From an optimization exercise on the open Yosys and OpenROAD flow, aimed at small area, a short achievable clock period and few clock cycles per item; shortcuts taken in it are not production practice.
Only simulation tests tie the RTL to the original design; equivalence was not proved.
Power and IR drop assume default switching activity.

## flow/design.v (module list and top-level ports; edited modules follow where they fit)
// module kmul_tree: 1261 lines
// module kmul_final: 135 lines
// module kmul_add: 314 lines
// module iterative_karatsuba_hs: 70 lines
module iterative_karatsuba_hs (
    input  logic        clk,
    input  logic        rst,
    input  logic        enable,
    input  logic        in_valid,
    output logic        in_ready,
    input  logic        signed_mode,
    input  logic [31:0] A,
    input  logic [31:0] B,
    output logic        out_valid,
    input  logic        out_ready,
    output logic [63:0] C,
    output logic        busy
);
  // ...
==> flow/flow/run.sh <==
#!/bin/bash
set -euo pipefail
MARGIN=${MARGIN:-5.0}
R=orfs/results/sky130hd/iterative_karatsuba_hs/base
bash standard.sh synth > standard_synth.log 2>&1
cp $R/1_2_yosys.v $R/1_2_yosys.std.v
python3 flow/fa_polarity.py $R/1_2_yosys.std.v $R/1_2_yosys.pol.v > fa_polarity.log 2>&1
sleep 1
cp $R/1_2_yosys.pol.v $R/1_2_yosys.v
bash standard.sh SETUP_SLACK_MARGIN=$MARGIN "BUFFER_PORTS_ARGS=-buffer_cell sky130_fd_sc_hd__buf_1" finish > standard_flow.log 2>&1
==> flow/flow/fa_polarity.py <==
#!/usr/bin/env python3
"""Remove inverters around full-adder cells in a mapped netlist.

A full adder is self-dual: FA(~a, ~b, ~c) = (~sum, ~cout). Each fa cell may
therefore be 'flipped' (fed and read in the opposite polarity) without
changing what the circuit computes. This script chooses a polarity for every
fa cell so that fewer inverters are needed, removes the netlist's inverters
and adds back one inverter per signal that some load still needs inverted.
Registers and every other cell are left as they are.

usage: fa_polarity.py IN.v OUT.v
"""
import re
import sys

ROUNDS = 200

src = open(sys.argv[1]).read()
src = re.sub(r"\(\*.*?\*\)", "", src, flags=re.S)
src = re.sub(r"/\*.*?\*/", "", src, flags=re.S)
m = re.search(r"\bmodule\s+(\S+)\s*\((.*?)\);", src, re.S)
head_end = m.end()
body_end = src.rindex("endmodule")
body = src[head_end:body_end]

# split body into statements
stmts = [s.strip() for s in re.split(r";\s*\n", body) if s.strip()]
cell_re = re.compile(r"^(sky130_fd_sc_hd__\w+)\s+(\S+)\s*\((.*)\)$", re.S)
pin_re = re.compile(r"\.(\w+)\((.*?)\)\s*(?:,|$)", re.S)
OUTS = {"X", "Y", "Q", "Q_N", "SUM", "COUT", "HI", "LO"}

decls, cells, others = [], [], []
ports = set()
for s in stmts:
    if re.match(r"^(input|output|inout)\b", s):
        decls.append(s)
        for nm in re.findall(r"(\\\S+|[A-Za-z_][\w$]*)\s*$", s):
            ports.add(nm)
        nm = s.split()[-1]
        ports.add(nm)
    elif re.match(r"^wire\b", s):
        decls.append(s)
    else:
        cm = cell_re.match(s)
        if cm:
            typ, name, pins = cm.groups()
            pm = {}
            for p, n in pin_re.findall(pins + ","):
                pm[p] = n.strip()
            cells.append([typ, name, pm])
        else:
            others.append(s)


def base(n):
    # net name without bit select on escaped/vector names, for port test
    n = n.strip()
    if n.startswith("\\"):
        return n.split()[0]
    return re.sub(r"\[\d+\]$", "", n)


port_bases = set(base(p) for p in ports)
# nets referenced in assign statements / other statements: keep untouched
pinned = set()
for s in others:
    for tok in re.findall(r"\\\S+ |[A-Za-z_][\w$]*(?:\[\d+\])?", s + " "):
        pinned.add(tok.strip())


def is_port(n):
    return base(n) in port_bases or n.strip() in pinned or base(n) in pinned


def isinv(t):
    return re.match(r"sky130_fd_sc_hd__(clk)?inv(lp)?_\d+$", t) is not None


def isxor(t):
    return re.match(r"sky130_fd_sc_hd__x(n)?or2_\d+$", t) is not None


def isfa(t):
    return re.match(r"sky130_fd_sc_hd__fa_\d+$", t) is not None


driver = {}
for i, (t, nm, pm) in enumerate(cells):
    for p, n in pm.items():
        if p in OUTS and n:
            driver[n] = i

inv_idx = set()
for i, (t, nm, pm) in enumerate(cells):
    if isinv(t) and not is_port(pm["Y"]) and pm["A"] and not pm["A"].startswith("1'"):
        inv_idx.add(i)


def root(n):
    q = 0
    seen = 0
    while n in driver and driver[n] in inv_idx:
        n = cells[driver[n]][2]["A"]
        q ^= 1
        seen += 1
        if seen > 50:
            break
    return n, q


fa_idx = [i for i, c in enumerate(cells) if isfa(c[0]) or isxor(c[0])]
xor_set = set(i for i in fa_idx if isxor(cells[i][0]))
flip = {i: 0 for i in fa_idx}
fixed = set()
for i in fa_idx:
    pm = cells[i][2]
    if is_port(pm.get("SUM", "")) or is_port(pm.get("COUT", "")) or is_port(pm.get("X", "")) or (i in xor_set and is_port(pm.get("Y", ""))):
        fixed.add(i)

# loads: list of (cell index, pin, root, parity)
loads = []
for i, (t, nm, pm) in enumerate(cells):
    if i in inv_idx:
        continue
    for p, n in pm.items():
        if p in OUTS or not n or n.startswith("1'") or n.startswith("{"):
            continue
        r, q = root(n)
        loads.append((i, p, r, q))
# inverters whose outputs are kept (port nets) are normal loads of their input: handled above,
# since they are not in inv_idx.

# index: root -> list of load ids ; fa -> list of load ids on it ; fa -> roots it drives
by_root = {}
for k, (i, p, r, q) in enumerate(loads):
    by_root.setdefault(r, []).append(k)
fa_loads = {i: [] for i in fa_idx}
for k, (i, p, r, q) in enumerate(loads):
    if i in fa_loads:
        fa_loads[i].append(k)
fa_outs = {i: [cells[i][2].get("SUM"), cells[i][2].get("COUT"), cells[i][2].get("X"), cells[i][2].get("Y") if i in xor_set else None] for i in fa_idx}


def supply(r):
    d = driver.get(r)
    if d is not None and d in flip:
        return flip[d]
    return 0


def need(k):
    i, p, r, q = loads[k]
    if i in xor_set:
        return None
    return q ^ (flip[i] if i in flip else 0)


def root_cost(r):
    s = supply(r)
    for k in by_root.get(r, []):
        n = need(k)
        if n is not None and n != s:
            return 1
    return 0


def total():
    return sum(root_cost(r) for r in by_root)


before = sum(1 for _ in inv_idx)
cost = total()
changed = True
it = 0
while changed and it < 50:
    changed = False
    it += 1
    for i in fa_idx:
        if i in fixed:
            continue
        rs = set(loads[k][2] for k in fa_loads[i]) | set(x for x in fa_outs[i] if x)
        c0 = sum(root_cost(r) for r in rs)
        flip[i] ^= 1
        c1 = sum(root_cost(r) for r in rs)
        if c1 < c0:
            changed = True
        else:
            flip[i] ^= 1
cost = total()

# a few rounds of random kicks followed by greedy descent, keeping the best
import random
rng = random.Random(1)
best = dict(flip)
best_cost = cost
free = [i for i in fa_idx if i not in fixed]


def descend():
    ch = True
    while ch:
        ch = False
        for i in free:
            rs = set(loads[k][2] for k in fa_loads[i]) | set(x for x in fa_outs[i] if x)
            c0 = sum(root_cost(r) for r in rs)
            flip[i] ^= 1
            c1 = sum(root_cost(r) for r in rs)
            if c1 < c0:
                ch = True
            else:
                flip[i] ^= 1


for rnd in range(ROUNDS):
    for i in rng.sample(free, max(1, len(free) // 20)):
        flip[i] ^= 1
    descend()
    c = total()
    if c <= best_cost:
        best_cost = c
        best = dict(flip)
    else:
        flip.update(best)
flip.update(best)
cost = total()

# rewrite
newinv = {}
extra_wires = []
out_cells = []
for r in by_root:
    s = supply(r)
    if any(need(k) is not None and need(k) != s for k in by_root[r]):
        nn = f"_fapol{len(newinv)}_"
        newinv[r] = nn
        extra_wires.append(nn)
mism = {i: 0 for i in xor_set}
for k, (i, p, r, q) in enumerate(loads):
    n = need(k)
    if n is None:
        tgt = r
        mism[i] ^= supply(r) ^ q
    else:
        tgt = r if n == supply(r) else newinv[r]
    cells[i][2][p] = tgt
for i in xor_set:
    if mism[i] ^ flip[i]:
        t = cells[i][0]
        pm = cells[i][2]
        if "xnor2" in t:
            cells[i][0] = t.replace("xnor2", "xor2")
            cells[i][2] = {("X" if p == "Y" else p): n for p, n in pm.items()}
        else:
            cells[i][0] = t.replace("xor2", "xnor2")
            cells[i][2] = {("Y" if p == "X" else p): n for p, n in pm.items()}

lines = []
for i, (t, nm, pm) in enumerate(cells):
    if i in inv_idx:
        continue
    pins = ",\n".join(f"    .{p}({n} )" for p, n in pm.items())
    lines.append(f"  {t} {nm} (\n{pins}\n  );")
for r, nn in newinv.items():
    lines.append(f"  sky130_fd_sc_hd__inv_1 {nn}inst (\n    .A({r} ),\n    .Y({nn} )\n  );")

out = src[:head_end] + "\n"
out += "".join(f"  {d} ;\n" for d in decls)
out += "".join(f"  wire {w};\n" for w in extra_wires)
out += "".join(f"  {s} ;\n" for s in others)
out += "\n".join(lines) + "\n"
out += src[body_end:]
open(sys.argv[2], "w").write(out)
print(f"fa cells {len(fa_idx)} flipped {sum(flip.values())}; inverters {before} -> {len(newinv)} ({it} passes)")
==> flow/standard.sh <==
#!/bin/bash
# synth_recipe.tcl (not shown) runs the flow's synth.tcl, then flattens the netlist and writes it again
# the make line also repeats each setting of config.mk as NAME=value (left out here)
make -C /OpenROAD-flow-scripts/flow DESIGN_CONFIG=/design/flow/config.mk WORK_HOME=/design/flow/orfs CLKGATE_MAP_FILE= SYNTH_SCRIPT=/design/flow/synth_recipe.tcl "${@:-finish}"
==> flow/config.mk <==
export PLATFORM = sky130hd
export DESIGN_NAME = iterative_karatsuba_hs
export DESIGN_NICKNAME = iterative_karatsuba_hs
export VERILOG_FILES = /design/flow/design.v
export SDC_FILE = /design/flow/constraint.sdc
export NUM_CORES = 4
export LEC_CHECK = 0
export ABC_AREA = 1
export CAP_MARGIN = 20
export CORE_MARGIN = 2
export CORE_UTILIZATION = 55
export SLEW_MARGIN = 20
==> flow/constraint.sdc <==
create_clock -name core_clock -period 9.5 [get_ports {clk}]
set_input_delay 1.9000 -clock core_clock [delete_from_list [all_inputs] [get_ports {clk}]]
set_output_delay 1.9000 -clock core_clock [all_outputs]
set_load 0.01 [all_outputs]
==> impl_metrics.env, run 1 <==
export IMPL_status="complete, no violations"
export IMPL_tritoncts="yes"
export IMPL_final_util=0.623
export IMPL_drt_met1_wl_um=37500
export IMPL_multi_input_area_um2=22100
export IMPL_routed_wl_um=99100
export IMPL_drv_cap=0
export IMPL_critPathLaunchType="flip-flop"
export IMPL_vias=23163
export IMPL_grt_util_all_layers=0.355
export IMPL_layout_common_cells="512 x o22ai_1, 479 x fa_1, 349 x xor2_1, 255 x xnor2_1, 216 x inv_1"
export IMPL_power_frac_seq=0.175
export IMPL_required_ns=7.60
export IMPL_rows=85
export IMPL_grt_overflow=0
export IMPL_clock_area_frac=0.0235
export IMPL_n_antenna_cell=1
export IMPL_p_switching_mw=5.74
export IMPL_synthCells=2738
export IMPL_wl_met2_um=44000
export IMPL_hold_path_depth=2
export IMPL_finalCriticalPeriod_ns=5.21
export IMPL_design_die_area_um2=55900
export IMPL_coreArea_um2=53600
export IMPL_synth_area_um2=29700
export IMPL_pg_seq_mw=2.22
export IMPL_reg2reg_setup_slack_ns=5.05
export IMPL_non_clock_buffer_count=322
export IMPL_intPower_mw=6.94
export IMPL_leakagePower_nw=13.1
export IMPL_dp_cells=3402
export IMPL_p_per_area_nw_per_um2=380
export IMPL_met2_usage=0.532
Testbench counts, summed over its fixed seeds: cycles 2,064, items 2,048.
==> run 2, diff against run 1 <==
--- a/flow/design.v
+++ b/flow/design.v
@@ -1400,17 +1400,17 @@
 module kmul_add (
     input  logic [63:0] a,
     input  logic [63:0] b,
     output logic [63:0] s
 );
     logic [63:0] g0, p0;
     assign g0 = a & b;
     assign p0 = a ^ b;
-    logic gg1, pp1, gg2, pp2, gg3, pp3, gg4, pp4, gg5, pp5, gg6, pp6, gg7, pp7, gg8, pp8, gg9, pp9, gg10, pp10, gg11, pp11, gg12, pp12, gg13, pp13, gg14, pp14, gg15, pp15, gg16, pp16, gg17, pp17, gg18, pp18, gg19, pp19, gg20, pp20, gg21, pp21, gg22, pp22, gg23, pp23, gg24, pp24, gg25, pp25, gg26, pp26, gg27, pp27, gg28, pp28, gg29, pp29, gg30, pp30, gg31, pp31, gg32, pp32, gg33, pp33, gg34, pp34, gg35, pp35, gg36, pp36, gg37, pp37, gg38, pp38, gg39, pp39, gg40, pp40, gg41, pp41, gg42, pp42, gg43, pp43, gg44, pp44, gg45, pp45, gg46, pp46, gg47, pp47, gg48, pp48, gg49, pp49, gg50, pp50, gg51, pp51, gg52, pp52, gg53, pp53, gg54, pp54, gg55, pp55, gg56, pp56, gg57, pp57, gg58, pp58, gg59, pp59, gg60, pp60, gg61, pp61, gg62, pp62, gg63, pp63, gg64, pp64, gg65, pp65, gg66, pp66, gg67, pp67, gg68, pp68, gg69, pp69, gg70, pp70, gg71, pp71, gg72, pp72, gg73, pp73, gg74, pp74, gg75, pp75, gg76, pp76, gg77, pp77, gg78, pp78, gg79, pp79, gg80, pp80, gg81, pp81, gg82, pp82, gg83, pp83, gg84, pp84, gg85, pp85, gg86, pp86, gg87, pp87, gg88, pp88, gg89, pp89, gg90, pp90, gg91, pp91, gg92, pp92, gg93, pp93, gg94, pp94, gg95, pp95, gg96, pp96, gg97, pp97, gg98, pp98, gg99, pp99, gg100, pp100, gg101, pp101, gg102, pp102, gg103, pp103, gg104, pp104, gg105, pp105, gg106, pp106, gg107, pp107, gg108, pp108, gg109, pp109, gg110, pp110, gg111, pp111, gg112, pp112, gg113, pp113, gg114, pp114, gg115, pp115, gg116, pp116, gg117, pp117, gg118, pp118, gg119, pp119, gg120, pp120;
+    logic gg1, pp1, gg2, pp2, gg3, pp3, gg4, pp4, gg5, pp5, gg6, pp6, gg7, pp7, gg8, pp8, gg9, pp9, gg10, pp10, gg11, pp11, gg12, pp12, gg13, pp13, gg14, pp14, gg15, pp15, gg16, pp16, gg17, pp17, gg18, pp18, gg19, pp19, gg20, pp20, gg21, pp21, gg22, pp22, gg23, pp23, gg24, pp24, gg25, pp25, gg26, pp26, gg27, pp27, gg28, pp28, gg29, pp29, gg30, pp30, gg31, pp31, gg32, pp32, gg33, pp33, gg34, pp34, gg35, pp35, gg36, pp36, gg37, pp37, gg38, pp38, gg39, pp39, gg40, pp40, gg41, pp41, gg42, pp42, gg43, pp43, gg44, pp44, gg45, pp45, gg46, pp46, gg47, pp47, gg48, pp48, gg49, pp49, gg50, pp50, gg51, pp51, gg52, pp52, gg53, pp53, gg54, pp54, gg55, pp55, gg56, pp56, gg57, pp57, gg58, pp58, gg59, pp59, gg60, pp60, gg61, pp61, gg62, pp62, gg63, pp63, gg64, pp64, gg65, pp65, gg66, pp66, gg67, pp67, gg68, pp68, gg69, pp69, gg70, pp70, gg71, pp71, gg72, pp72, gg73, pp73, gg74, pp74, gg75, pp75, gg76, pp76, gg77, pp77, gg78, pp78, gg79, pp79, gg80, pp80, gg81, pp81, gg82, pp82, gg83, pp83, gg84, pp84, gg85, pp85, gg86, pp86, gg87, pp87, gg88, pp88, gg89, pp89, gg90, pp90, gg91, pp91, gg92, pp92, gg93, pp93, gg94, pp94, gg95, pp95, gg96, pp96, gg97, pp97, gg98, pp98, gg99, pp99, gg100, pp100, gg101, pp101, gg102, pp102, gg103, pp103, gg104, pp104, gg105, pp105, gg106, pp106, gg107, pp107, gg108, pp108, gg109, pp109, gg110, pp110, gg111, pp111, gg112, pp112, gg113, pp113, gg114, pp114, gg115, pp115, gg116, pp116, gg117, pp117, gg118, pp118, gg119, pp119, gg120, pp120, gg121, pp121, gg122, pp122, gg123, pp123, gg124, pp124, gg125, pp125, gg126, pp126, gg127, pp127, gg128, pp128, gg129, pp129, gg130, pp130, gg131, pp131, gg132, pp132, gg133, pp133, gg134, pp134, gg135, pp135, gg136, pp136, gg137, pp137, gg138, pp138, gg139, pp139, gg140, pp140, gg141, pp141, gg142, pp142, gg143, pp143, gg144, pp144, gg145, pp145, gg146, pp146, gg147, pp147, gg148, pp148, gg149, pp149, gg150, pp150, gg151, pp151, gg152, pp152, gg153, pp153, gg154, pp154, gg155, pp155, gg156, pp156, gg157, pp157, gg158, pp158, gg159, pp159, gg160, pp160, gg161, pp161, gg162, pp162, gg163, pp163, gg164, pp164, gg165, pp165, gg166, pp166, gg167, pp167, gg168, pp168, gg169, pp169, gg170, pp170, gg171, pp171, gg172, pp172, gg173, pp173, gg174, pp174, gg175, pp175, gg176, pp176, gg177, pp177, gg178, pp178, gg179, pp179, gg180, pp180, gg181, pp181, gg182, pp182, gg183, pp183, gg184, pp184, gg185, pp185, gg186, pp186, gg187, pp187, gg188, pp188, gg189, pp189, gg190, pp190, gg191, pp191, gg192, pp192;
     assign gg1 = g0[1] | (p0[1] & g0[0]);
     assign pp1 = p0[1] & p0[0];
     assign gg2 = g0[3] | (p0[3] & g0[2]);
     assign pp2 = p0[3] & p0[2];
     assign gg3 = g0[5] | (p0[5] & g0[4]);
     assign pp3 = p0[5] & p0[4];
     assign gg4 = g0[7] | (p0[7] & g0[6]);
     assign pp4 = p0[7] & p0[6];
@@ -1465,256 +1465,400 @@
     assign gg29 = g0[57] | (p0[57] & g0[56]);
     assign pp29 = p0[57] & p0[56];
     assign gg30 = g0[59] | (p0[59] & g0[58]);
     assign pp30 = p0[59] & p0[58];
     assign gg31 = g0[61] | (p0[61] & g0[60]);
     assign pp31 = p0[61] & p0[60];
     assign gg32 = g0[63] | (p0[63] & g0[62]);
     assign pp32 = p0[63] & p0[62];
-    assign gg33 = gg2 | (pp2 & gg1);
-    assign pp33 = pp2 & pp1;
-    assign gg34 = gg4 | (pp4 & gg3);
-    assign pp34 = pp4 & pp3;
-    assign gg35 = gg6 | (pp6 & gg5);
-    assign pp35 = pp6 & pp5;
-    assign gg36 = gg8 | (pp8 & gg7);
-    assign pp36 = pp8 & pp7;
-    assign gg37 = gg10 | (pp10 & gg9);
-    assign pp37 = pp10 & pp9;
-    assign gg38 = gg12 | (pp12 & gg11);
-    assign pp38 = pp12 & pp11;
-    assign gg39 = gg14 | (pp14 & gg13);
-    assign pp39 = pp14 & pp13;
-    assign gg40 = gg16 | (pp16 & gg15);
-    assign pp40 = pp16 & pp15;
-    assign gg41 = gg18 | (pp18 & gg17);
-    assign pp41 = pp18 & pp17;
-    assign gg42 = gg20 | (pp20 & gg19);
-    assign pp42 = pp20 & pp19;
-    assign gg43 = gg22 | (pp22 & gg21);
-    assign pp43 = pp22 & pp21;
-    assign gg44 = gg24 | (pp24 & gg23);
-    assign pp44 = pp24 & pp23;
-    assign gg45 = gg26 | (pp26 & gg25);
-    assign pp45 = pp26 & pp25;
-    assign gg46 = gg28 | (pp28 & gg27);
-    assign pp46 = pp28 & pp27;
-    assign gg47 = gg30 | (pp30 & gg29);
-    assign pp47 = pp30 & pp29;
-    assign gg48 = gg32 | (pp32 & gg31);
-    assign pp48 = pp32 & pp31;
-    assign gg49 = gg34 | (pp34 & gg33);
-    assign pp49 = pp34 & pp33;
-    assign gg50 = gg36 | (pp36 & gg35);
-    assign pp50 = pp36 & pp35;
-    assign gg51 = gg38 | (pp38 & gg37);
-    assign pp51 = pp38 & pp37;
-    assign gg52 = gg40 | (pp40 & gg39);
-    assign pp52 = pp40 & pp39;
-    assign gg53 = gg42 | (pp42 & gg41);
-    assign pp53 = pp42 & pp41;
-    assign gg54 = gg44 | (pp44 & gg43);
-    assign pp54 = pp44 & pp43;
-    assign gg55 = gg46 | (pp46 & gg45);
-    assign pp55 = pp46 & pp45;
-    assign gg56 = gg48 | (pp48 & gg47);
-    assign pp56 = pp48 & pp47;
-    assign gg57 = gg50 | (pp50 & gg49);
-    assign pp57 = pp50 & pp49;
-    assign gg58 = gg52 | (pp52 & gg51);
-    assign pp58 = pp52 & pp51;
-    assign gg59 = gg54 | (pp54 & gg53);
-    assign pp59 = pp54 & pp53;
-    assign gg60 = gg56 | (pp56 & gg55);
-    assign pp60 = pp56 & pp55;
-    assign gg61 = gg58 | (pp58 & gg57);
-    assign pp61 = pp58 & pp57;
-    assign gg62 = gg60 | (pp60 & gg59);
-    assign pp62 = pp60 & pp59;
-    assign gg63 = gg62 | (pp62 & gg61);
-    assign pp63 = pp62 & pp61;
-    assign gg64 = gg59 | (pp59 & gg61);
-    assign pp64 = pp59 & pp61;
-    assign gg65 = gg51 | (pp51 & gg57);
-    assign pp65 = pp51 & pp57;
-    assign gg66 = gg53 | (pp53 & gg61);
-    assign pp66 = pp53 & pp61;
-    assign gg67 = gg55 | (pp55 & gg64);
-    assign pp67 = pp55 & pp64;
-    assign gg68 = gg35 | (pp35 & gg49);
-    assign pp68 = pp35 & pp49;
-    assign gg69 = gg37 | (pp37 & gg57);
-    assign pp69 = pp37 & pp57;
-    assign gg70 = gg39 | (pp39 & gg65);
-    assign pp70 = pp39 & pp65;
-    assign gg71 = gg41 | (pp41 & gg61);
-    assign pp71 = pp41 & pp61;
-    assign gg72 = gg43 | (pp43 & gg66);
-    assign pp72 = pp43 & pp66;
-    assign gg73 = gg45 | (pp45 & gg64);
-    assign pp73 = pp45 & pp64;
-    assign gg74 = gg47 | (pp47 & gg67);
-    assign pp74 = pp47 & pp67;
-    assign gg75 = gg3 | (pp3 & gg33);
-    assign pp75 = pp3 & pp33;
-    assign gg76 = gg5 | (pp5 & gg49);
-    assign pp76 = pp5 & pp49;
-    assign gg77 = gg7 | (pp7 & gg68);
-    assign pp77 = pp7 & pp68;
-    assign gg78 = gg9 | (pp9 & gg57);
-    assign pp78 = pp9 & pp57;
-    assign gg79 = gg11 | (pp11 & gg69);
-    assign pp79 = pp11 & pp69;
-    assign gg80 = gg13 | (pp13 & gg65);
-    assign pp80 = pp13 & pp65;
-    assign gg81 = gg15 | (pp15 & gg70);
-    assign pp81 = pp15 & pp70;
-    assign gg82 = gg17 | (pp17 & gg61);
-    assign pp82 = pp17 & pp61;
-    assign gg83 = gg19 | (pp19 & gg71);
-    assign pp83 = pp19 & pp71;
-    assign gg84 = gg21 | (pp21 & gg66);
-    assign pp84 = pp21 & pp66;
-    assign gg85 = gg23 | (pp23 & gg72);
-    assign pp85 = pp23 & pp72;
-    assign gg86 = gg25 | (pp25 & gg64);
-    assign pp86 = pp25 & pp64;
-    assign gg87 = gg27 | (pp27 & gg73);
-    assign pp87 = pp27 & pp73;
-    assign gg88 = gg29 | (pp29 & gg67);
-    assign pp88 = pp29 & pp67;
-    assign gg89 = gg31 | (pp31 & gg74);
-    assign pp89 = pp31 & pp74;
-    assign gg90 = g0[2] | (p0[2] & gg1);
-    assign pp90 = p0[2] & pp1;
-    assign gg91 = g0[4] | (p0[4] & gg33);
-    assign pp91 = p0[4] & pp33;
-    assign gg92 = g0[6] | (p0[6] & gg75);
-    assign pp92 = p0[6] & pp75;
-    assign gg93 = g0[8] | (p0[8] & gg49);
-    assign pp93 = p0[8] & pp49;
-    assign gg94 = g0[10] | (p0[10] & gg76);
-    assign pp94 = p0[10] & pp76;
-    assign gg95 = g0[12] | (p0[12] & gg68);
-    assign pp95 = p0[12] & pp68;
-    assign gg96 = g0[14] | (p0[14] & gg77);
-    assign pp96 = p0[14] & pp77;
-    assign gg97 = g0[16] | (p0[16] & gg57);
-    assign pp97 = p0[16] & pp57;
-    assign gg98 = g0[18] | (p0[18] & gg78);
-    assign pp98 = p0[18] & pp78;
-    assign gg99 = g0[20] | (p0[20] & gg69);
-    assign pp99 = p0[20] & pp69;
-    assign gg100 = g0[22] | (p0[22] & gg79);
-    assign pp100 = p0[22] & pp79;
-    assign gg101 = g0[24] | (p0[24] & gg65);
-    assign pp101 = p0[24] & pp65;
-    assign gg102 = g0[26] | (p0[26] & gg80);
-    assign pp102 = p0[26] & pp80;
-    assign gg103 = g0[28] | (p0[28] & gg70);
-    assign pp103 = p0[28] & pp70;
-    assign gg104 = g0[30] | (p0[30] & gg81);
-    assign pp104 = p0[30] & pp81;
-    assign gg105 = g0[32] | (p0[32] & gg61);
-    assign pp105 = p0[32] & pp61;
-    assign gg106 = g0[34] | (p0[34] & gg82);
-    assign pp106 = p0[34] & pp82;
-    assign gg107 = g0[36] | (p0[36] & gg71);
-    assign pp107 = p0[36] & pp71;
-    assign gg108 = g0[38] | (p0[38] & gg83);
-    assign pp108 = p0[38] & pp83;
-    assign gg109 = g0[40] | (p0[40] & gg66);
-    assign pp109 = p0[40] & pp66;
-    assign gg110 = g0[42] | (p0[42] & gg84);
-    assign pp110 = p0[42] & pp84;
-    assign gg111 = g0[44] | (p0[44] & gg72);
-    assign pp111 = p0[44] & pp72;
-    assign gg112 = g0[46] | (p0[46] & gg85);
-    assign pp112 = p0[46] & pp85;
-    assign gg113 = g0[48] | (p0[48] & gg64);
-    assign pp113 = p0[48] & pp64;
-    assign gg114 = g0[50] | (p0[50] & gg86);
-    assign pp114 = p0[50] & pp86;
-    assign gg115 = g0[52] | (p0[52] & gg73);
-    assign pp115 = p0[52] & pp73;
-    assign gg116 = g0[54] | (p0[54] & gg87);
-    assign pp116 = p0[54] & pp87;
-    assign gg117 = g0[56] | (p0[56] & gg67);
-    assign pp117 = p0[56] & pp67;
-    assign gg118 = g0[58] | (p0[58] & gg88);
-    assign pp118 = p0[58] & pp88;
-    assign gg119 = g0[60] | (p0[60] & gg74);
-    assign pp119 = p0[60] & pp74;
-    assign gg120 = g0[62] | (p0[62] & gg89);
-    assign pp120 = p0[62] & pp89;
+    assign gg33 = g0[2] | (p0[2] & gg1);
+    assign pp33 = p0[2] & pp1;
+    assign gg34 = gg2 | (pp2 & gg1);
+    assign pp34 = pp2 & pp1;
+    assign gg35 = g0[6] | (p0[6] & gg3);
+    assign pp35 = p0[6] & pp3;
+    assign gg36 = gg4 | (pp4 & gg3);
+    assign pp36 = pp4 & pp3;
+    assign gg37 = g0[10] | (p0[10] & gg5);
+    assign pp37 = p0[10] & pp5;
+    assign gg38 = gg6 | (pp6 & gg5);
+    assign pp38 = pp6 & pp5;
+    assign gg39 = g0[14] | (p0[14] & gg7);
+    assign pp39 = p0[14] & pp7;
+    assign gg40 = gg8 | (pp8 & gg7);
+    assign pp40 = pp8 & pp7;
+    assign gg41 = g0[18] | (p0[18] & gg9);
+    assign pp41 = p0[18] & pp9;
+    assign gg42 = gg10 | (pp10 & gg9);
+    assign pp42 = pp10 & pp9;
+    assign gg43 = g0[22] | (p0[22] & gg11);
+    assign pp43 = p0[22] & pp11;
+    assign gg44 = gg12 | (pp12 & gg11);
+    assign pp44 = pp12 & pp11;
+    assign gg45 = g0[26] | (p0[26] & gg13);
+    assign pp45 = p0[26] & pp13;
+    assign gg46 = gg14 | (pp14 & gg13);
+    assign pp46 = pp14 & pp13;
+    assign gg47 = g0[30] | (p0[30] & gg15);
+    assign pp47 = p0[30] & pp15;
+    assign gg48 = gg16 | (pp16 & gg15);
+    assign pp48 = pp16 & pp15;
+    assign gg49 = g0[34] | (p0[34] & gg17);
+    assign pp49 = p0[34] & pp17;
+    assign gg50 = gg18 | (pp18 & gg17);
+    assign pp50 = pp18 & pp17;
+    assign gg51 = g0[38] | (p0[38] & gg19);
+    assign pp51 = p0[38] & pp19;
+    assign gg52 = gg20 | (pp20 & gg19);
+    assign pp52 = pp20 & pp19;
+    assign gg53 = g0[42] | (p0[42] & gg21);
+    assign pp53 = p0[42] & pp21;
+    assign gg54 = gg22 | (pp22 & gg21);
+    assign pp54 = pp22 & pp21;
+    assign gg55 = g0[46] | (p0[46] & gg23);
+    assign pp55 = p0[46] & pp23;
+    assign gg56 = gg24 | (pp24 & gg23);
+    assign pp56 = pp24 & pp23;
+    assign gg57 = g0[50] | (p0[50] & gg25);
+    assign pp57 = p0[50] & pp25;
+    assign gg58 = gg26 | (pp26 & gg25);
+    assign pp58 = pp26 & pp25;
+    assign gg59 = g0[54] | (p0[54] & gg27);
+    assign pp59 = p0[54] & pp27;
+    assign gg60 = gg28 | (pp28 & gg27);
+    assign pp60 = pp28 & pp27;
+    assign gg61 = g0[58] | (p0[58] & gg29);
+    assign pp61 = p0[58] & pp29;
+    assign gg62 = gg30 | (pp30 & gg29);
+    assign pp62 = pp30 & pp29;
+    assign gg63 = g0[62] | (p0[62] & gg31);
+    assign pp63 = p0[62] & pp31;
+    assign gg64 = gg32 | (pp32 & gg31);
+    assign pp64 = pp32 & pp31;
+    assign gg65 = g0[4] | (p0[4] & gg34);
+    assign pp65 = p0[4] & pp34;
+    assign gg66 = gg3 | (pp3 & gg34);
+    assign pp66 = pp3 & pp34;
+    assign gg67 = gg35 | (pp35 & gg34);
+    assign pp67 = pp35 & pp34;
+    assign gg68 = gg36 | (pp36 & gg34);
+    assign pp68 = pp36 & pp34;
+    assign gg69 = g0[12] | (p0[12] & gg38);
+    assign pp69 = p0[12] & pp38;
+    assign gg70 = gg7 | (pp7 & gg38);
+    assign pp70 = pp7 & pp38;
+    assign gg71 = gg39 | (pp39 & gg38);
+    assign pp71 = pp39 & pp38;
+    assign gg72 = gg40 | (pp40 & gg38);
+    assign pp72 = pp40 & pp38;
+    assign gg73 = g0[20] | (p0[20] & gg42);
+    assign pp73 = p0[20] & pp42;
+    assign gg74 = gg11 | (pp11 & gg42);
+    assign pp74 = pp11 & pp42;
+    assign gg75 = gg43 | (pp43 & gg42);
+    assign pp75 = pp43 & pp42;
+    assign gg76 = gg44 | (pp44 & gg42);
+    assign pp76 = pp44 & pp42;
+    assign gg77 = g0[28] | (p0[28] & gg46);
+    assign pp77 = p0[28] & pp46;
+    assign gg78 = gg15 | (pp15 & gg46);
+    assign pp78 = pp15 & pp46;
+    assign gg79 = gg47 | (pp47 & gg46);
+    assign pp79 = pp47 & pp46;
+    assign gg80 = gg48 | (pp48 & gg46);
+    assign pp80 = pp48 & pp46;
+    assign gg81 = g0[36] | (p0[36] & gg50);
+    assign pp81 = p0[36] & pp50;
+    assign gg82 = gg19 | (pp19 & gg50);
+    assign pp82 = pp19 & pp50;
+    assign gg83 = gg51 | (pp51 & gg50);
+    assign pp83 = pp51 & pp50;
+    assign gg84 = gg52 | (pp52 & gg50);
+    assign pp84 = pp52 & pp50;
+    assign gg85 = g0[44] | (p0[44] & gg54);
+    assign pp85 = p0[44] & pp54;
+    assign gg86 = gg23 | (pp23 & gg54);
+    assign pp86 = pp23 & pp54;
+    assign gg87 = gg55 | (pp55 & gg54);
+    assign pp87 = pp55 & pp54;
+    assign gg88 = gg56 | (pp56 & gg54);
+    assign pp88 = pp56 & pp54;
+    assign gg89 = g0[52] | (p0[52] & gg58);
+    assign pp89 = p0[52] & pp58;
+    assign gg90 = gg27 | (pp27 & gg58);
+    assign pp90 = pp27 & pp58;
+    assign gg91 = gg59 | (pp59 & gg58);
+    assign pp91 = pp59 & pp58;
+    assign gg92 = gg60 | (pp60 & gg58);
+    assign pp92 = pp60 & pp58;
+    assign gg93 = g0[60] | (p0[60] & gg62);
+    assign pp93 = p0[60] & pp62;
+    assign gg94 = gg31 | (pp31 & gg62);
+    assign pp94 = pp31 & pp62;
+    assign gg95 = gg63 | (pp63 & gg62);
+    assign pp95 = pp63 & pp62;
+    assign gg96 = gg64 | (pp64 & gg62);
+    assign pp96 = pp64 & pp62;
+    assign gg97 = g0[8] | (p0[8] & gg68);
+    assign pp97 = p0[8] & pp68;
+    assign gg98 = gg5 | (pp5 & gg68);
+    assign pp98 = pp5 & pp68;
+    assign gg99 = gg37 | (pp37 & gg68);
+    assign pp99 = pp37 & pp68;
+    assign gg100 = gg38 | (pp38 & gg68);
+    assign pp100 = pp38 & pp68;
+    assign gg101 = gg69 | (pp69 & gg68);
+    assign pp101 = pp69 & pp68;
+    assign gg102 = gg70 | (pp70 & gg68);
+    assign pp102 = pp70 & pp68;
+    assign gg103 = gg71 | (pp71 & gg68);
+    assign pp103 = pp71 & pp68;
+    assign gg104 = gg72 | (pp72 & gg68);
+    assign pp104 = pp72 & pp68;
+    assign gg105 = g0[24] | (p0[24] & gg76);
+    assign pp105 = p0[24] & pp76;
+    assign gg106 = gg13 | (pp13 & gg76);
+    assign pp106 = pp13 & pp76;
+    assign gg107 = gg45 | (pp45 & gg76);
+    assign pp107 = pp45 & pp76;
+    assign gg108 = gg46 | (pp46 & gg76);
+    assign pp108 = pp46 & pp76;
+    assign gg109 = gg77 | (pp77 & gg76);
+    assign pp109 = pp77 & pp76;
+    assign gg110 = gg78 | (pp78 & gg76);
+    assign pp110 = pp78 & pp76;
+    assign gg111 = gg79 | (pp79 & gg76);
+    assign pp111 = pp79 & pp76;
+    assign gg112 = gg80 | (pp80 & gg76);
+    assign pp112 = pp80 & pp76;
+    assign gg113 = g0[40] | (p0[40] & gg84);
+    assign pp113 = p0[40] & pp84;
+    assign gg114 = gg21 | (pp21 & gg84);
+    assign pp114 = pp21 & pp84;
+    assign gg115 = gg53 | (pp53 & gg84);
+    assign pp115 = pp53 & pp84;
+    assign gg116 = gg54 | (pp54 & gg84);
+    assign pp116 = pp54 & pp84;
+    assign gg117 = gg85 | (pp85 & gg84);
+    assign pp117 = pp85 & pp84;
+    assign gg118 = gg86 | (pp86 & gg84);
+    assign pp118 = pp86 & pp84;
+    assign gg119 = gg87 | (pp87 & gg84);
+    assign pp119 = pp87 & pp84;
+    assign gg120 = gg88 | (pp88 & gg84);
+    assign pp120 = pp88 & pp84;
+    assign gg121 = g0[56] | (p0[56] & gg92);
+    assign pp121 = p0[56] & pp92;
+    assign gg122 = gg29 | (pp29 & gg92);
+    assign pp122 = pp29 & pp92;
+    assign gg123 = gg61 | (pp61 & gg92);
+    assign pp123 = pp61 & pp92;
+    assign gg124 = gg62 | (pp62 & gg92);
+    assign pp124 = pp62 & pp92;
+    assign gg125 = gg93 | (pp93 & gg92);
+    assign pp125 = pp93 & pp92;
+    assign gg126 = gg94 | (pp94 & gg92);
+    assign pp126 = pp94 & pp92;
+    assign gg127 = gg95 | (pp95 & gg92);
+    assign pp127 = pp95 & pp92;
+    assign gg128 = gg96 | (pp96 & gg92);
+    assign pp128 = pp96 & pp92;
+    assign gg129 = g0[16] | (p0[16] & gg104);
+    assign pp129 = p0[16] & pp104;
+    assign gg130 = gg9 | (pp9 & gg104);
+    assign pp130 = pp9 & pp104;
+    assign gg131 = gg41 | (pp41 & gg104);
+    assign pp131 = pp41 & pp104;
+    assign gg132 = gg42 | (pp42 & gg104);
+    assign pp132 = pp42 & pp104;
+    assign gg133 = gg73 | (pp73 & gg104);
+    assign pp133 = pp73 & pp104;
+    assign gg134 = gg74 | (pp74 & gg104);
+    assign pp134 = pp74 & pp104;
+    assign gg135 = gg75 | (pp75 & gg104);
+    assign pp135 = pp75 & pp104;
+    assign gg136 = gg76 | (pp76 & gg104);
+    assign pp136 = pp76 & pp104;
+    assign gg137 = gg105 | (pp105 & gg104);
+    assign pp137 = pp105 & pp104;
+    assign gg138 = gg106 | (pp106 & gg104);
+    assign pp138 = pp106 & pp104;
+    assign gg139 = gg107 | (pp107 & gg104);
+    assign pp139 = pp107 & pp104;
+    assign gg140 = gg108 | (pp108 & gg104);
+    assign pp140 = pp108 & pp104;
+    assign gg141 = gg109 | (pp109 & gg104);
+    assign pp141 = pp109 & pp104;
+    assign gg142 = gg110 | (pp110 & gg104);
+    assign pp142 = pp110 & pp104;
+    assign gg143 = gg111 | (pp111 & gg104);
+    assign pp143 = pp111 & pp104;
+    assign gg144 = gg112 | (pp112 & gg104);
+    assign pp144 = pp112 & pp104;
+    assign gg145 = g0[48] | (p0[48] & gg120);
+    assign pp145 = p0[48] & pp120;
+    assign gg146 = gg25 | (pp25 & gg120);
+    assign pp146 = pp25 & pp120;
+    assign gg147 = gg57 | (pp57 & gg120);
+    assign pp147 = pp57 & pp120;
+    assign gg148 = gg58 | (pp58 & gg120);
+    assign pp148 = pp58 & pp120;
+    assign gg149 = gg89 | (pp89 & gg120);
+    assign pp149 = pp89 & pp120;
+    assign gg150 = gg90 | (pp90 & gg120);
+    assign pp150 = pp90 & pp120;
+    assign gg151 = gg91 | (pp91 & gg120);
+    assign pp151 = pp91 & pp120;
+    assign gg152 = gg92 | (pp92 & gg120);
+    assign pp152 = pp92 & pp120;
+    assign gg153 = gg121 | (pp121 & gg120);
+    assign pp153 = pp121 & pp120;
+    assign gg154 = gg122 | (pp122 & gg120);
+    assign pp154 = pp122 & pp120;
+    assign gg155 = gg123 | (pp123 & gg120);
+    assign pp155 = pp123 & pp120;
+    assign gg156 = gg124 | (pp124 & gg120);
+    assign pp156 = pp124 & pp120;
+    assign gg157 = gg125 | (pp125 & gg120);
+    assign pp157 = pp125 & pp120;
+    assign gg158 = gg126 | (pp126 & gg120);
+    assign pp158 = pp126 & pp120;
+    assign gg159 = gg127 | (pp127 & gg120);
+    assign pp159 = pp127 & pp120;
+    assign gg160 = gg128 | (pp128 & gg120);
+    assign pp160 = pp128 & pp120;
+    assign gg161 = g0[32] | (p0[32] & gg144);
+    assign pp161 = p0[32] & pp144;
+    assign gg162 = gg17 | (pp17 & gg144);
+    assign pp162 = pp17 & pp144;
+    assign gg163 = gg49 | (pp49 & gg144);
+    assign pp163 = pp49 & pp144;
+    assign gg164 = gg50 | (pp50 & gg144);
+    assign pp164 = pp50 & pp144;
+    assign gg165 = gg81 | (pp81 & gg144);
+    assign pp165 = pp81 & pp144;
+    assign gg166 = gg82 | (pp82 & gg144);
+    assign pp166 = pp82 & pp144;
+    assign gg167 = gg83 | (pp83 & gg144);
+    assign pp167 = pp83 & pp144;
+    assign gg168 = gg84 | (pp84 & gg144);
+    assign pp168 = pp84 & pp144;
+    assign gg169 = gg113 | (pp113 & gg144);
+    assign pp169 = pp113 & pp144;
+    assign gg170 = gg114 | (pp114 & gg144);
+    assign pp170 = pp114 & pp144;
+    assign gg171 = gg115 | (pp115 & gg144);
+    assign pp171 = pp115 & pp144;
+    assign gg172 = gg116 | (pp116 & gg144);
+    assign pp172 = pp116 & pp144;
+    assign gg173 = gg117 | (pp117 & gg144);
+    assign pp173 = pp117 & pp144;
+    assign gg174 = gg118 | (pp118 & gg144);
+    assign pp174 = pp118 & pp144;
+    assign gg175 = gg119 | (pp119 & gg144);
+    assign pp175 = pp119 & pp144;
+    assign gg176 = gg120 | (pp120 & gg144);
+    assign pp176 = pp120 & pp144;
+    assign gg177 = gg145 | (pp145 & gg144);
+    assign pp177 = pp145 & pp144;
+    assign gg178 = gg146 | (pp146 & gg144);
+    assign pp178 = pp146 & pp144;
+    assign gg179 = gg147 | (pp147 & gg144);
+    assign pp179 = pp147 & pp144;
+    assign gg180 = gg148 | (pp148 & gg144);
+    assign pp180 = pp148 & pp144;
+    assign gg181 = gg149 | (pp149 & gg144);
+    assign pp181 = pp149 & pp144;
+    assign gg182 = gg150 | (pp150 & gg144);
+    assign pp182 = pp150 & pp144;
+    assign gg183 = gg151 | (pp151 & gg144);
+    assign pp183 = pp151 & pp144;
+    assign gg184 = gg152 | (pp152 & gg144);
+    assign pp184 = pp152 & pp144;
+    assign gg185 = gg153 | (pp153 & gg144);
+    assign pp185 = pp153 & pp144;
+    assign gg186 = gg154 | (pp154 & gg144);
+    assign pp186 = pp154 & pp144;
+    assign gg187 = gg155 | (pp155 & gg144);
+    assign pp187 = pp155 & pp144;
+    assign gg188 = gg156 | (pp156 & gg144);
+    assign pp188 = pp156 & pp144;
+    assign gg189 = gg157 | (pp157 & gg144);
+    assign pp189 = pp157 & pp144;
+    assign gg190 = gg158 | (pp158 & gg144);
+    assign pp190 = pp158 & pp144;
+    assign gg191 = gg159 | (pp159 & gg144);
+    assign pp191 = pp159 & pp144;
+    assign gg192 = gg160 | (pp160 & gg144);
+    assign pp192 = pp160 & pp144;
     assign s[0] = p0[0];
     assign s[1] = p0[1] ^ g0[0];
     assign s[2] = p0[2] ^ gg1;
-    assign s[3] = p0[3] ^ gg90;
-    assign s[4] = p0[4] ^ gg33;
-    assign s[5] = p0[5] ^ gg91;
-    assign s[6] = p0[6] ^ gg75;
-    assign s[7] = p0[7] ^ gg92;
-    assign s[8] = p0[8] ^ gg49;
-    assign s[9] = p0[9] ^ gg93;
-    assign s[10] = p0[10] ^ gg76;
-    assign s[11] = p0[11] ^ gg94;
-    assign s[12] = p0[12] ^ gg68;
-    assign s[13] = p0[13] ^ gg95;
-    assign s[14] = p0[14] ^ gg77;
-    assign s[15] = p0[15] ^ gg96;
-    assign s[16] = p0[16] ^ gg57;
-    assign s[17] = p0[17] ^ gg97;
-    assign s[18] = p0[18] ^ gg78;
-    assign s[19] = p0[19] ^ gg98;
-    assign s[20] = p0[20] ^ gg69;
-    assign s[21] = p0[21] ^ gg99;
-    assign s[22] = p0[22] ^ gg79;
-    assign s[23] = p0[23] ^ gg100;
-    assign s[24] = p0[24] ^ gg65;
-    assign s[25] = p0[25] ^ gg101;
-    assign s[26] = p0[26] ^ gg80;
-    assign s[27] = p0[27] ^ gg102;
-    assign s[28] = p0[28] ^ gg70;
-    assign s[29] = p0[29] ^ gg103;
-    assign s[30] = p0[30] ^ gg81;
-    assign s[31] = p0[31] ^ gg104;
-    assign s[32] = p0[32] ^ gg61;
-    assign s[33] = p0[33] ^ gg105;
-    assign s[34] = p0[34] ^ gg82;
-    assign s[35] = p0[35] ^ gg106;
-    assign s[36] = p0[36] ^ gg71;
-    assign s[37] = p0[37] ^ gg107;
-    assign s[38] = p0[38] ^ gg83;
-    assign s[39] = p0[39] ^ gg108;
-    assign s[40] = p0[40] ^ gg66;
-    assign s[41] = p0[41] ^ gg109;
-    assign s[42] = p0[42] ^ gg84;
-    assign s[43] = p0[43] ^ gg110;
-    assign s[44] = p0[44] ^ gg72;
-    assign s[45] = p0[45] ^ gg111;
-    assign s[46] = p0[46] ^ gg85;
-    assign s[47] = p0[47] ^ gg112;
-    assign s[48] = p0[48] ^ gg64;
-    assign s[49] = p0[49] ^ gg113;
-    assign s[50] = p0[50] ^ gg86;
-    assign s[51] = p0[51] ^ gg114;
-    assign s[52] = p0[52] ^ gg73;
-    assign s[53] = p0[53] ^ gg115;
-    assign s[54] = p0[54] ^ gg87;
-    assign s[55] = p0[55] ^ gg116;
-    assign s[56] = p0[56] ^ gg67;
-    assign s[57] = p0[57] ^ gg117;
-    assign s[58] = p0[58] ^ gg88;
-    assign s[59] = p0[59] ^ gg118;
-    assign s[60] = p0[60] ^ gg74;
-    assign s[61] = p0[61] ^ gg119;
-    assign s[62] = p0[62] ^ gg89;
-    assign s[63] = p0[63] ^ gg120;
+    assign s[3] = p0[3] ^ gg33;
+    assign s[4] = p0[4] ^ gg34;
+    assign s[5] = p0[5] ^ gg65;
+    assign s[6] = p0[6] ^ gg66;
+    assign s[7] = p0[7] ^ gg67;
+    assign s[8] = p0[8] ^ gg68;
+    assign s[9] = p0[9] ^ gg97;
+    assign s[10] = p0[10] ^ gg98;
+    assign s[11] = p0[11] ^ gg99;
+    assign s[12] = p0[12] ^ gg100;
+    assign s[13] = p0[13] ^ gg101;
+    assign s[14] = p0[14] ^ gg102;
+    assign s[15] = p0[15] ^ gg103;
+    assign s[16] = p0[16] ^ gg104;
+    assign s[17] = p0[17] ^ gg129;
+    assign s[18] = p0[18] ^ gg130;
+    assign s[19] = p0[19] ^ gg131;
+    assign s[20] = p0[20] ^ gg132;
+    assign s[21] = p0[21] ^ gg133;
+    assign s[22] = p0[22] ^ gg134;
+    assign s[23] = p0[23] ^ gg135;
+    assign s[24] = p0[24] ^ gg136;
+    assign s[25] = p0[25] ^ gg137;
+    assign s[26] = p0[26] ^ gg138;
+    assign s[27] = p0[27] ^ gg139;
+    assign s[28] = p0[28] ^ gg140;
+    assign s[29] = p0[29] ^ gg141;
+    assign s[30] = p0[30] ^ gg142;
+    assign s[31] = p0[31] ^ gg143;
+    assign s[32] = p0[32] ^ gg144;
+    assign s[33] = p0[33] ^ gg161;
+    assign s[34] = p0[34] ^ gg162;
+    assign s[35] = p0[35] ^ gg163;
+    assign s[36] = p0[36] ^ gg164;
+    assign s[37] = p0[37] ^ gg165;
+    assign s[38] = p0[38] ^ gg166;
+    assign s[39] = p0[39] ^ gg167;
+    assign s[40] = p0[40] ^ gg168;
+    assign s[41] = p0[41] ^ gg169;
+    assign s[42] = p0[42] ^ gg170;
+    assign s[43] = p0[43] ^ gg171;
+    assign s[44] = p0[44] ^ gg172;
+    assign s[45] = p0[45] ^ gg173;
+    assign s[46] = p0[46] ^ gg174;
+    assign s[47] = p0[47] ^ gg175;
+    assign s[48] = p0[48] ^ gg176;
+    assign s[49] = p0[49] ^ gg177;
+    assign s[50] = p0[50] ^ gg178;
+    assign s[51] = p0[51] ^ gg179;
+    assign s[52] = p0[52] ^ gg180;
+    assign s[53] = p0[53] ^ gg181;
+    assign s[54] = p0[54] ^ gg182;
+    assign s[55] = p0[55] ^ gg183;
+    assign s[56] = p0[56] ^ gg184;
+    assign s[57] = p0[57] ^ gg185;
+    assign s[58] = p0[58] ^ gg186;
+    assign s[59] = p0[59] ^ gg187;
+    assign s[60] = p0[60] ^ gg188;
+    assign s[61] = p0[61] ^ gg189;
+    assign s[62] = p0[62] ^ gg190;
+    assign s[63] = p0[63] ^ gg191;
 endmodule
 module iterative_karatsuba_hs (
     input  logic        clk,
     input  logic        rst,
     input  logic        enable,
     input  logic        in_valid,
     output logic        in_ready,
     input  logic        signed_mode,
==> flow/flow/run.sh (replaced) <==
#!/bin/bash
set -euo pipefail
MARGIN=${MARGIN:-5.3}
R=orfs/results/sky130hd/iterative_karatsuba_hs/base
bash standard.sh synth > standard_synth.log 2>&1
cp $R/1_2_yosys.v $R/1_2_yosys.std.v
python3 flow/fa_polarity.py $R/1_2_yosys.std.v $R/1_2_yosys.pol.v > fa_polarity.log 2>&1
sleep 1
cp $R/1_2_yosys.pol.v $R/1_2_yosys.v
bash standard.sh SETUP_SLACK_MARGIN=$MARGIN "BUFFER_PORTS_ARGS=-buffer_cell sky130_fd_sc_hd__buf_1" finish > standard_flow.log 2>&1
==> run 2 against run 1 <==
Against the previous run:
- register-to-register slack improved by 0.12 ns
- power rose by 11%
- core utilization rose by 7.4 points
- global-route usage rose by 3.8 points
- sequential share of layout area fell by 2.5 points
- worst hold slack improved by 0.0080 ns
- die area rose by 3.5%
- sequential power barely moved
- synthesized area rose by 3.6%
- clock-buffer cell count rose by 3
- clock skew rose by 0.0010 ns
- synthesized cell count rose by 14%
- largest power group unchanged
- highest routed layer is now met5
==> impl_metrics.env, run 2 <==
export IMPL_syn_to_final_growth_pct=25.0
export IMPL_largest_register="cs_q"
export IMPL_htreeDepth=1
export IMPL_final_hold_violation_count=0
export IMPL_r2r_start="x_q[32]"
export IMPL_nNetsFinal=4019
export IMPL_routed_wl_um=121000
export IMPL_drv_cap=0
export IMPL_reg2reg_setup_slack_ns=5.17
export IMPL_dp_cells=3820
export IMPL_finalCriticalPeriod_ns=4.70
export IMPL_tritoncts="yes"
export IMPL_grt_pass1_vias=27115
export IMPL_drv_slew=0
export IMPL_grt_overflow=0
export IMPL_grt_max_degree=76
export IMPL_vdd_drop_max_v=0.000277
export IMPL_drive_gt1_frac=0.247
export IMPL_grt_util_all_layers=0.393
export IMPL_avgSynthCellArea_um2=9.90
export IMPL_reg2reg_depth=10
export IMPL_setup_viol_count_final=0
export IMPL_io_pins=137
export IMPL_r2r_end="cs_q[66]"
export IMPL_leakagePower_nw=15.8
export IMPL_coreArea_um2=55200
export IMPL_required_ns=7.60
export IMPL_p_switching_mw=6.60
export IMPL_vias=27322
export IMPL_critPathBufInv=3
export IMPL_place_port_buffers=136
export IMPL_drt_initial_drc_count=4340
export IMPL_p_per_area_nw_per_um2=365
export IMPL_fill_cells=4089
export IMPL_start_util=0.557
export IMPL_worstSetupPathType="flip-flop to primary output"
export IMPL_clock_sinks=212
export IMPL_critPathLaunchType="flip-flop"
export IMPL_cpPeakStageDelay_ns=0.53
export IMPL_status="complete, no violations"
export IMPL_min_period_over_period=0.494
export IMPL_reg_top3="cs_q (127), x_q (33)"
export IMPL_clkPwrFrac=0.071
export IMPL_root_buffer="clkbuf_16"
export IMPL_rows=86
export IMPL_avgViaCountPerCell=6.62
export IMPL_rsz0062_at_grt="true"
export IMPL_p_sw_frac=0.470
export IMPL_dpl_hpwl_um=69500
export IMPL_comb_power_share=0.771
export IMPL_die_h_um=240
export IMPL_cts_made_buffers=27
export IMPL_firstDrtPassIters=9
export IMPL_antenna_found_initial=1
export IMPL_crit_family="adder cells"
export IMPL_routedWlPerCell_um=29.3
export IMPL_crit_fanout=4
export IMPL_skew_ns=0.0181
export IMPL_crit_chain="ha_1 -> or2_4 -> nand3_4 -> nand2_4 -> nand2_4 -> nand2_8 -> nand2_8 -> nand2_8 -> fa_2 -> inv_2 -> inv_2 -> buf_6"
export IMPL_layout_commonest_cell="o22ai_1"
export IMPL_power_frac_seq=0.157
export IMPL_crit_slowest_cell="fa_2"
export IMPL_design_die_area_um2=57800
export IMPL_setup_slack_ns=4.80
export IMPL_slew_headroom=0.288
export IMPL_intPower_mw=7.45
export IMPL_synth_warnings=1
export IMPL_fin_setup_tns_ns=0
export IMPL_worst_hold_startpoint="v0_q"
export IMPL_p_total_mw=14.0
export IMPL_place_ws_ns=4.24
export IMPL_grt_pass1_wl_um=167000
export IMPL_largest_reg_flops=127
export IMPL_arrival_ns=2.80
export IMPL_whs_endpoint="v0_q"
export IMPL_fmax_mhz=213
export IMPL_die_x_um=240
export IMPL_synth_area_um2=30800
export IMPL_clock_latency_ns=0.59
export IMPL_crit_top_cell="nand2_8"
export IMPL_gp_congestion=0.949
export IMPL_postRouteAntennaNets=0
export IMPL_hold_path_depth=2
export IMPL_layout_cells_non_filler=4127
export IMPL_drc=0
export IMPL_syn_num_nets=3767
export IMPL_tightest_slew_ns=1.07
export IMPL_hp_class="flip-flop to flip-flop"
export IMPL_clock_path_buffers=3
export IMPL_n_antenna_cell=0
export IMPL_synthCells=3108
export IMPL_crit_path_end_kind="primary output"
export IMPL_layout_common_cells="483 x o22ai_1, 410 x fa_1, 345 x xor2_1, 264 x nand2_1, 242 x inv_1"
export IMPL_clk_pin_slew_ns=0.06
-- run 2: worst register-to-register path, delay by kind of cell (launching register included) --
family / cells / cell delay, ns
adders and majority gates: 6 / 2.93
DFF: 1 / 0.47
buffers and inverters: 2 / 0.28
xor gates and xnor gates: 1 / 0.24
AOI/OAI and AO/OA: 1 / 0.17
-- run 2: stage by stage --
stage / util / hold WS, ns / cell area, µm²
finish: 0.696 / 0.527 / 38400
global route: 0.696 / 0.560 / 38400
CTS: 0.648 / 0.503 / 35700
detailed placement: 0.577 / 0.484 / 31800
global placement: 0.577 / 0.474 / 31800
floorplan: - / 0.425 / 30800
-- run 2: worst max-delay path by stage --
stage,startpoint,endpoint,slack (ns),depth (start not counted)
floorplan,out_ready,cs_q[0],5.04,2
global placement,cs_q[11],C[32],4.29,13
detailed placement,cs_q[0],C[33],4.24,13
CTS,cs_q[31],C[32],4.82,11
global route,cs_q[63],C[59],4.72,13
finish,cs_q[6],C[32],4.80,12
-- run 2: repair_timing --
item	4_1_cts	5_1_grt
gates cloned	22	27
resized for setup	422	273
pin swaps	51	109
endpoints found under the setup margin	129	101
hold buffers	0	0
setup buffers	97	113
hold endpoints to repair	0	0
-- run 2: power groups by stage --
stage                     logic, mW  clock network, mW  registers [mW]
after CTS                      10.0               1.01            2.18
final                          10.8              0.998            2.21
after floorplan                6.33                  0            2.10
after detailed placement       9.03                  0            2.15
after global routing           12.0               1.05            2.24
after global placement         8.76                  0            2.14
-- run 2: routing by layer --
metal  track usage  vias up  share of wire
li1              -    10889              -
met1         0.514    13400           0.35
met5        0.0139        -         0.0011
met4         0.204        4          0.075
met2         0.570     2366           0.41
met3         0.142      663           0.16
-- run 2: area by class of cell --
class	instances	area, µm²	area share
flip-flops and latches	212	6350	0.165
well taps	748	936	0.0243
clock inverters	15	134	0.00348
repair buffers	480	5120	0.133
inverters	322	1340	0.0347
multi-input cells	2317	23900	0.621
clock buffers	33	698	0.0182
Testbench counts of run 2, summed over its fixed seeds: cycles 2,064, items 2,048.

[port drivers added, routing unchanged]
The flow's constraints put no driver on any port. The routed layouts listed below were extracted and timed again, unchanged, in two steps.
Step 1 assumes that a clkbuf_16 drives the clock port and a buf_2 every other input.
Step 2, shift: input delay + t, output delay - t, t = (earliest + latest rising clock arrival at the registers) / 2. This alone moves slack from input paths to output paths.
Slacks: ideal ports / drivers / drivers and shift; pairs: ideal ports / drivers.
| run | shift t [ns] | setup WS [ns] | clock arrival spread, ns |
|---|---|---|---|
| run 1 | 0.637 | 4.291 / 4.226 / 4.863 | 0.017 / 0.017 |
| run 2 | 0.640 | 4.804 / 4.749 / 5.165 | 0.018 / 0.018 |
After both steps every run listed still meets setup and hold.
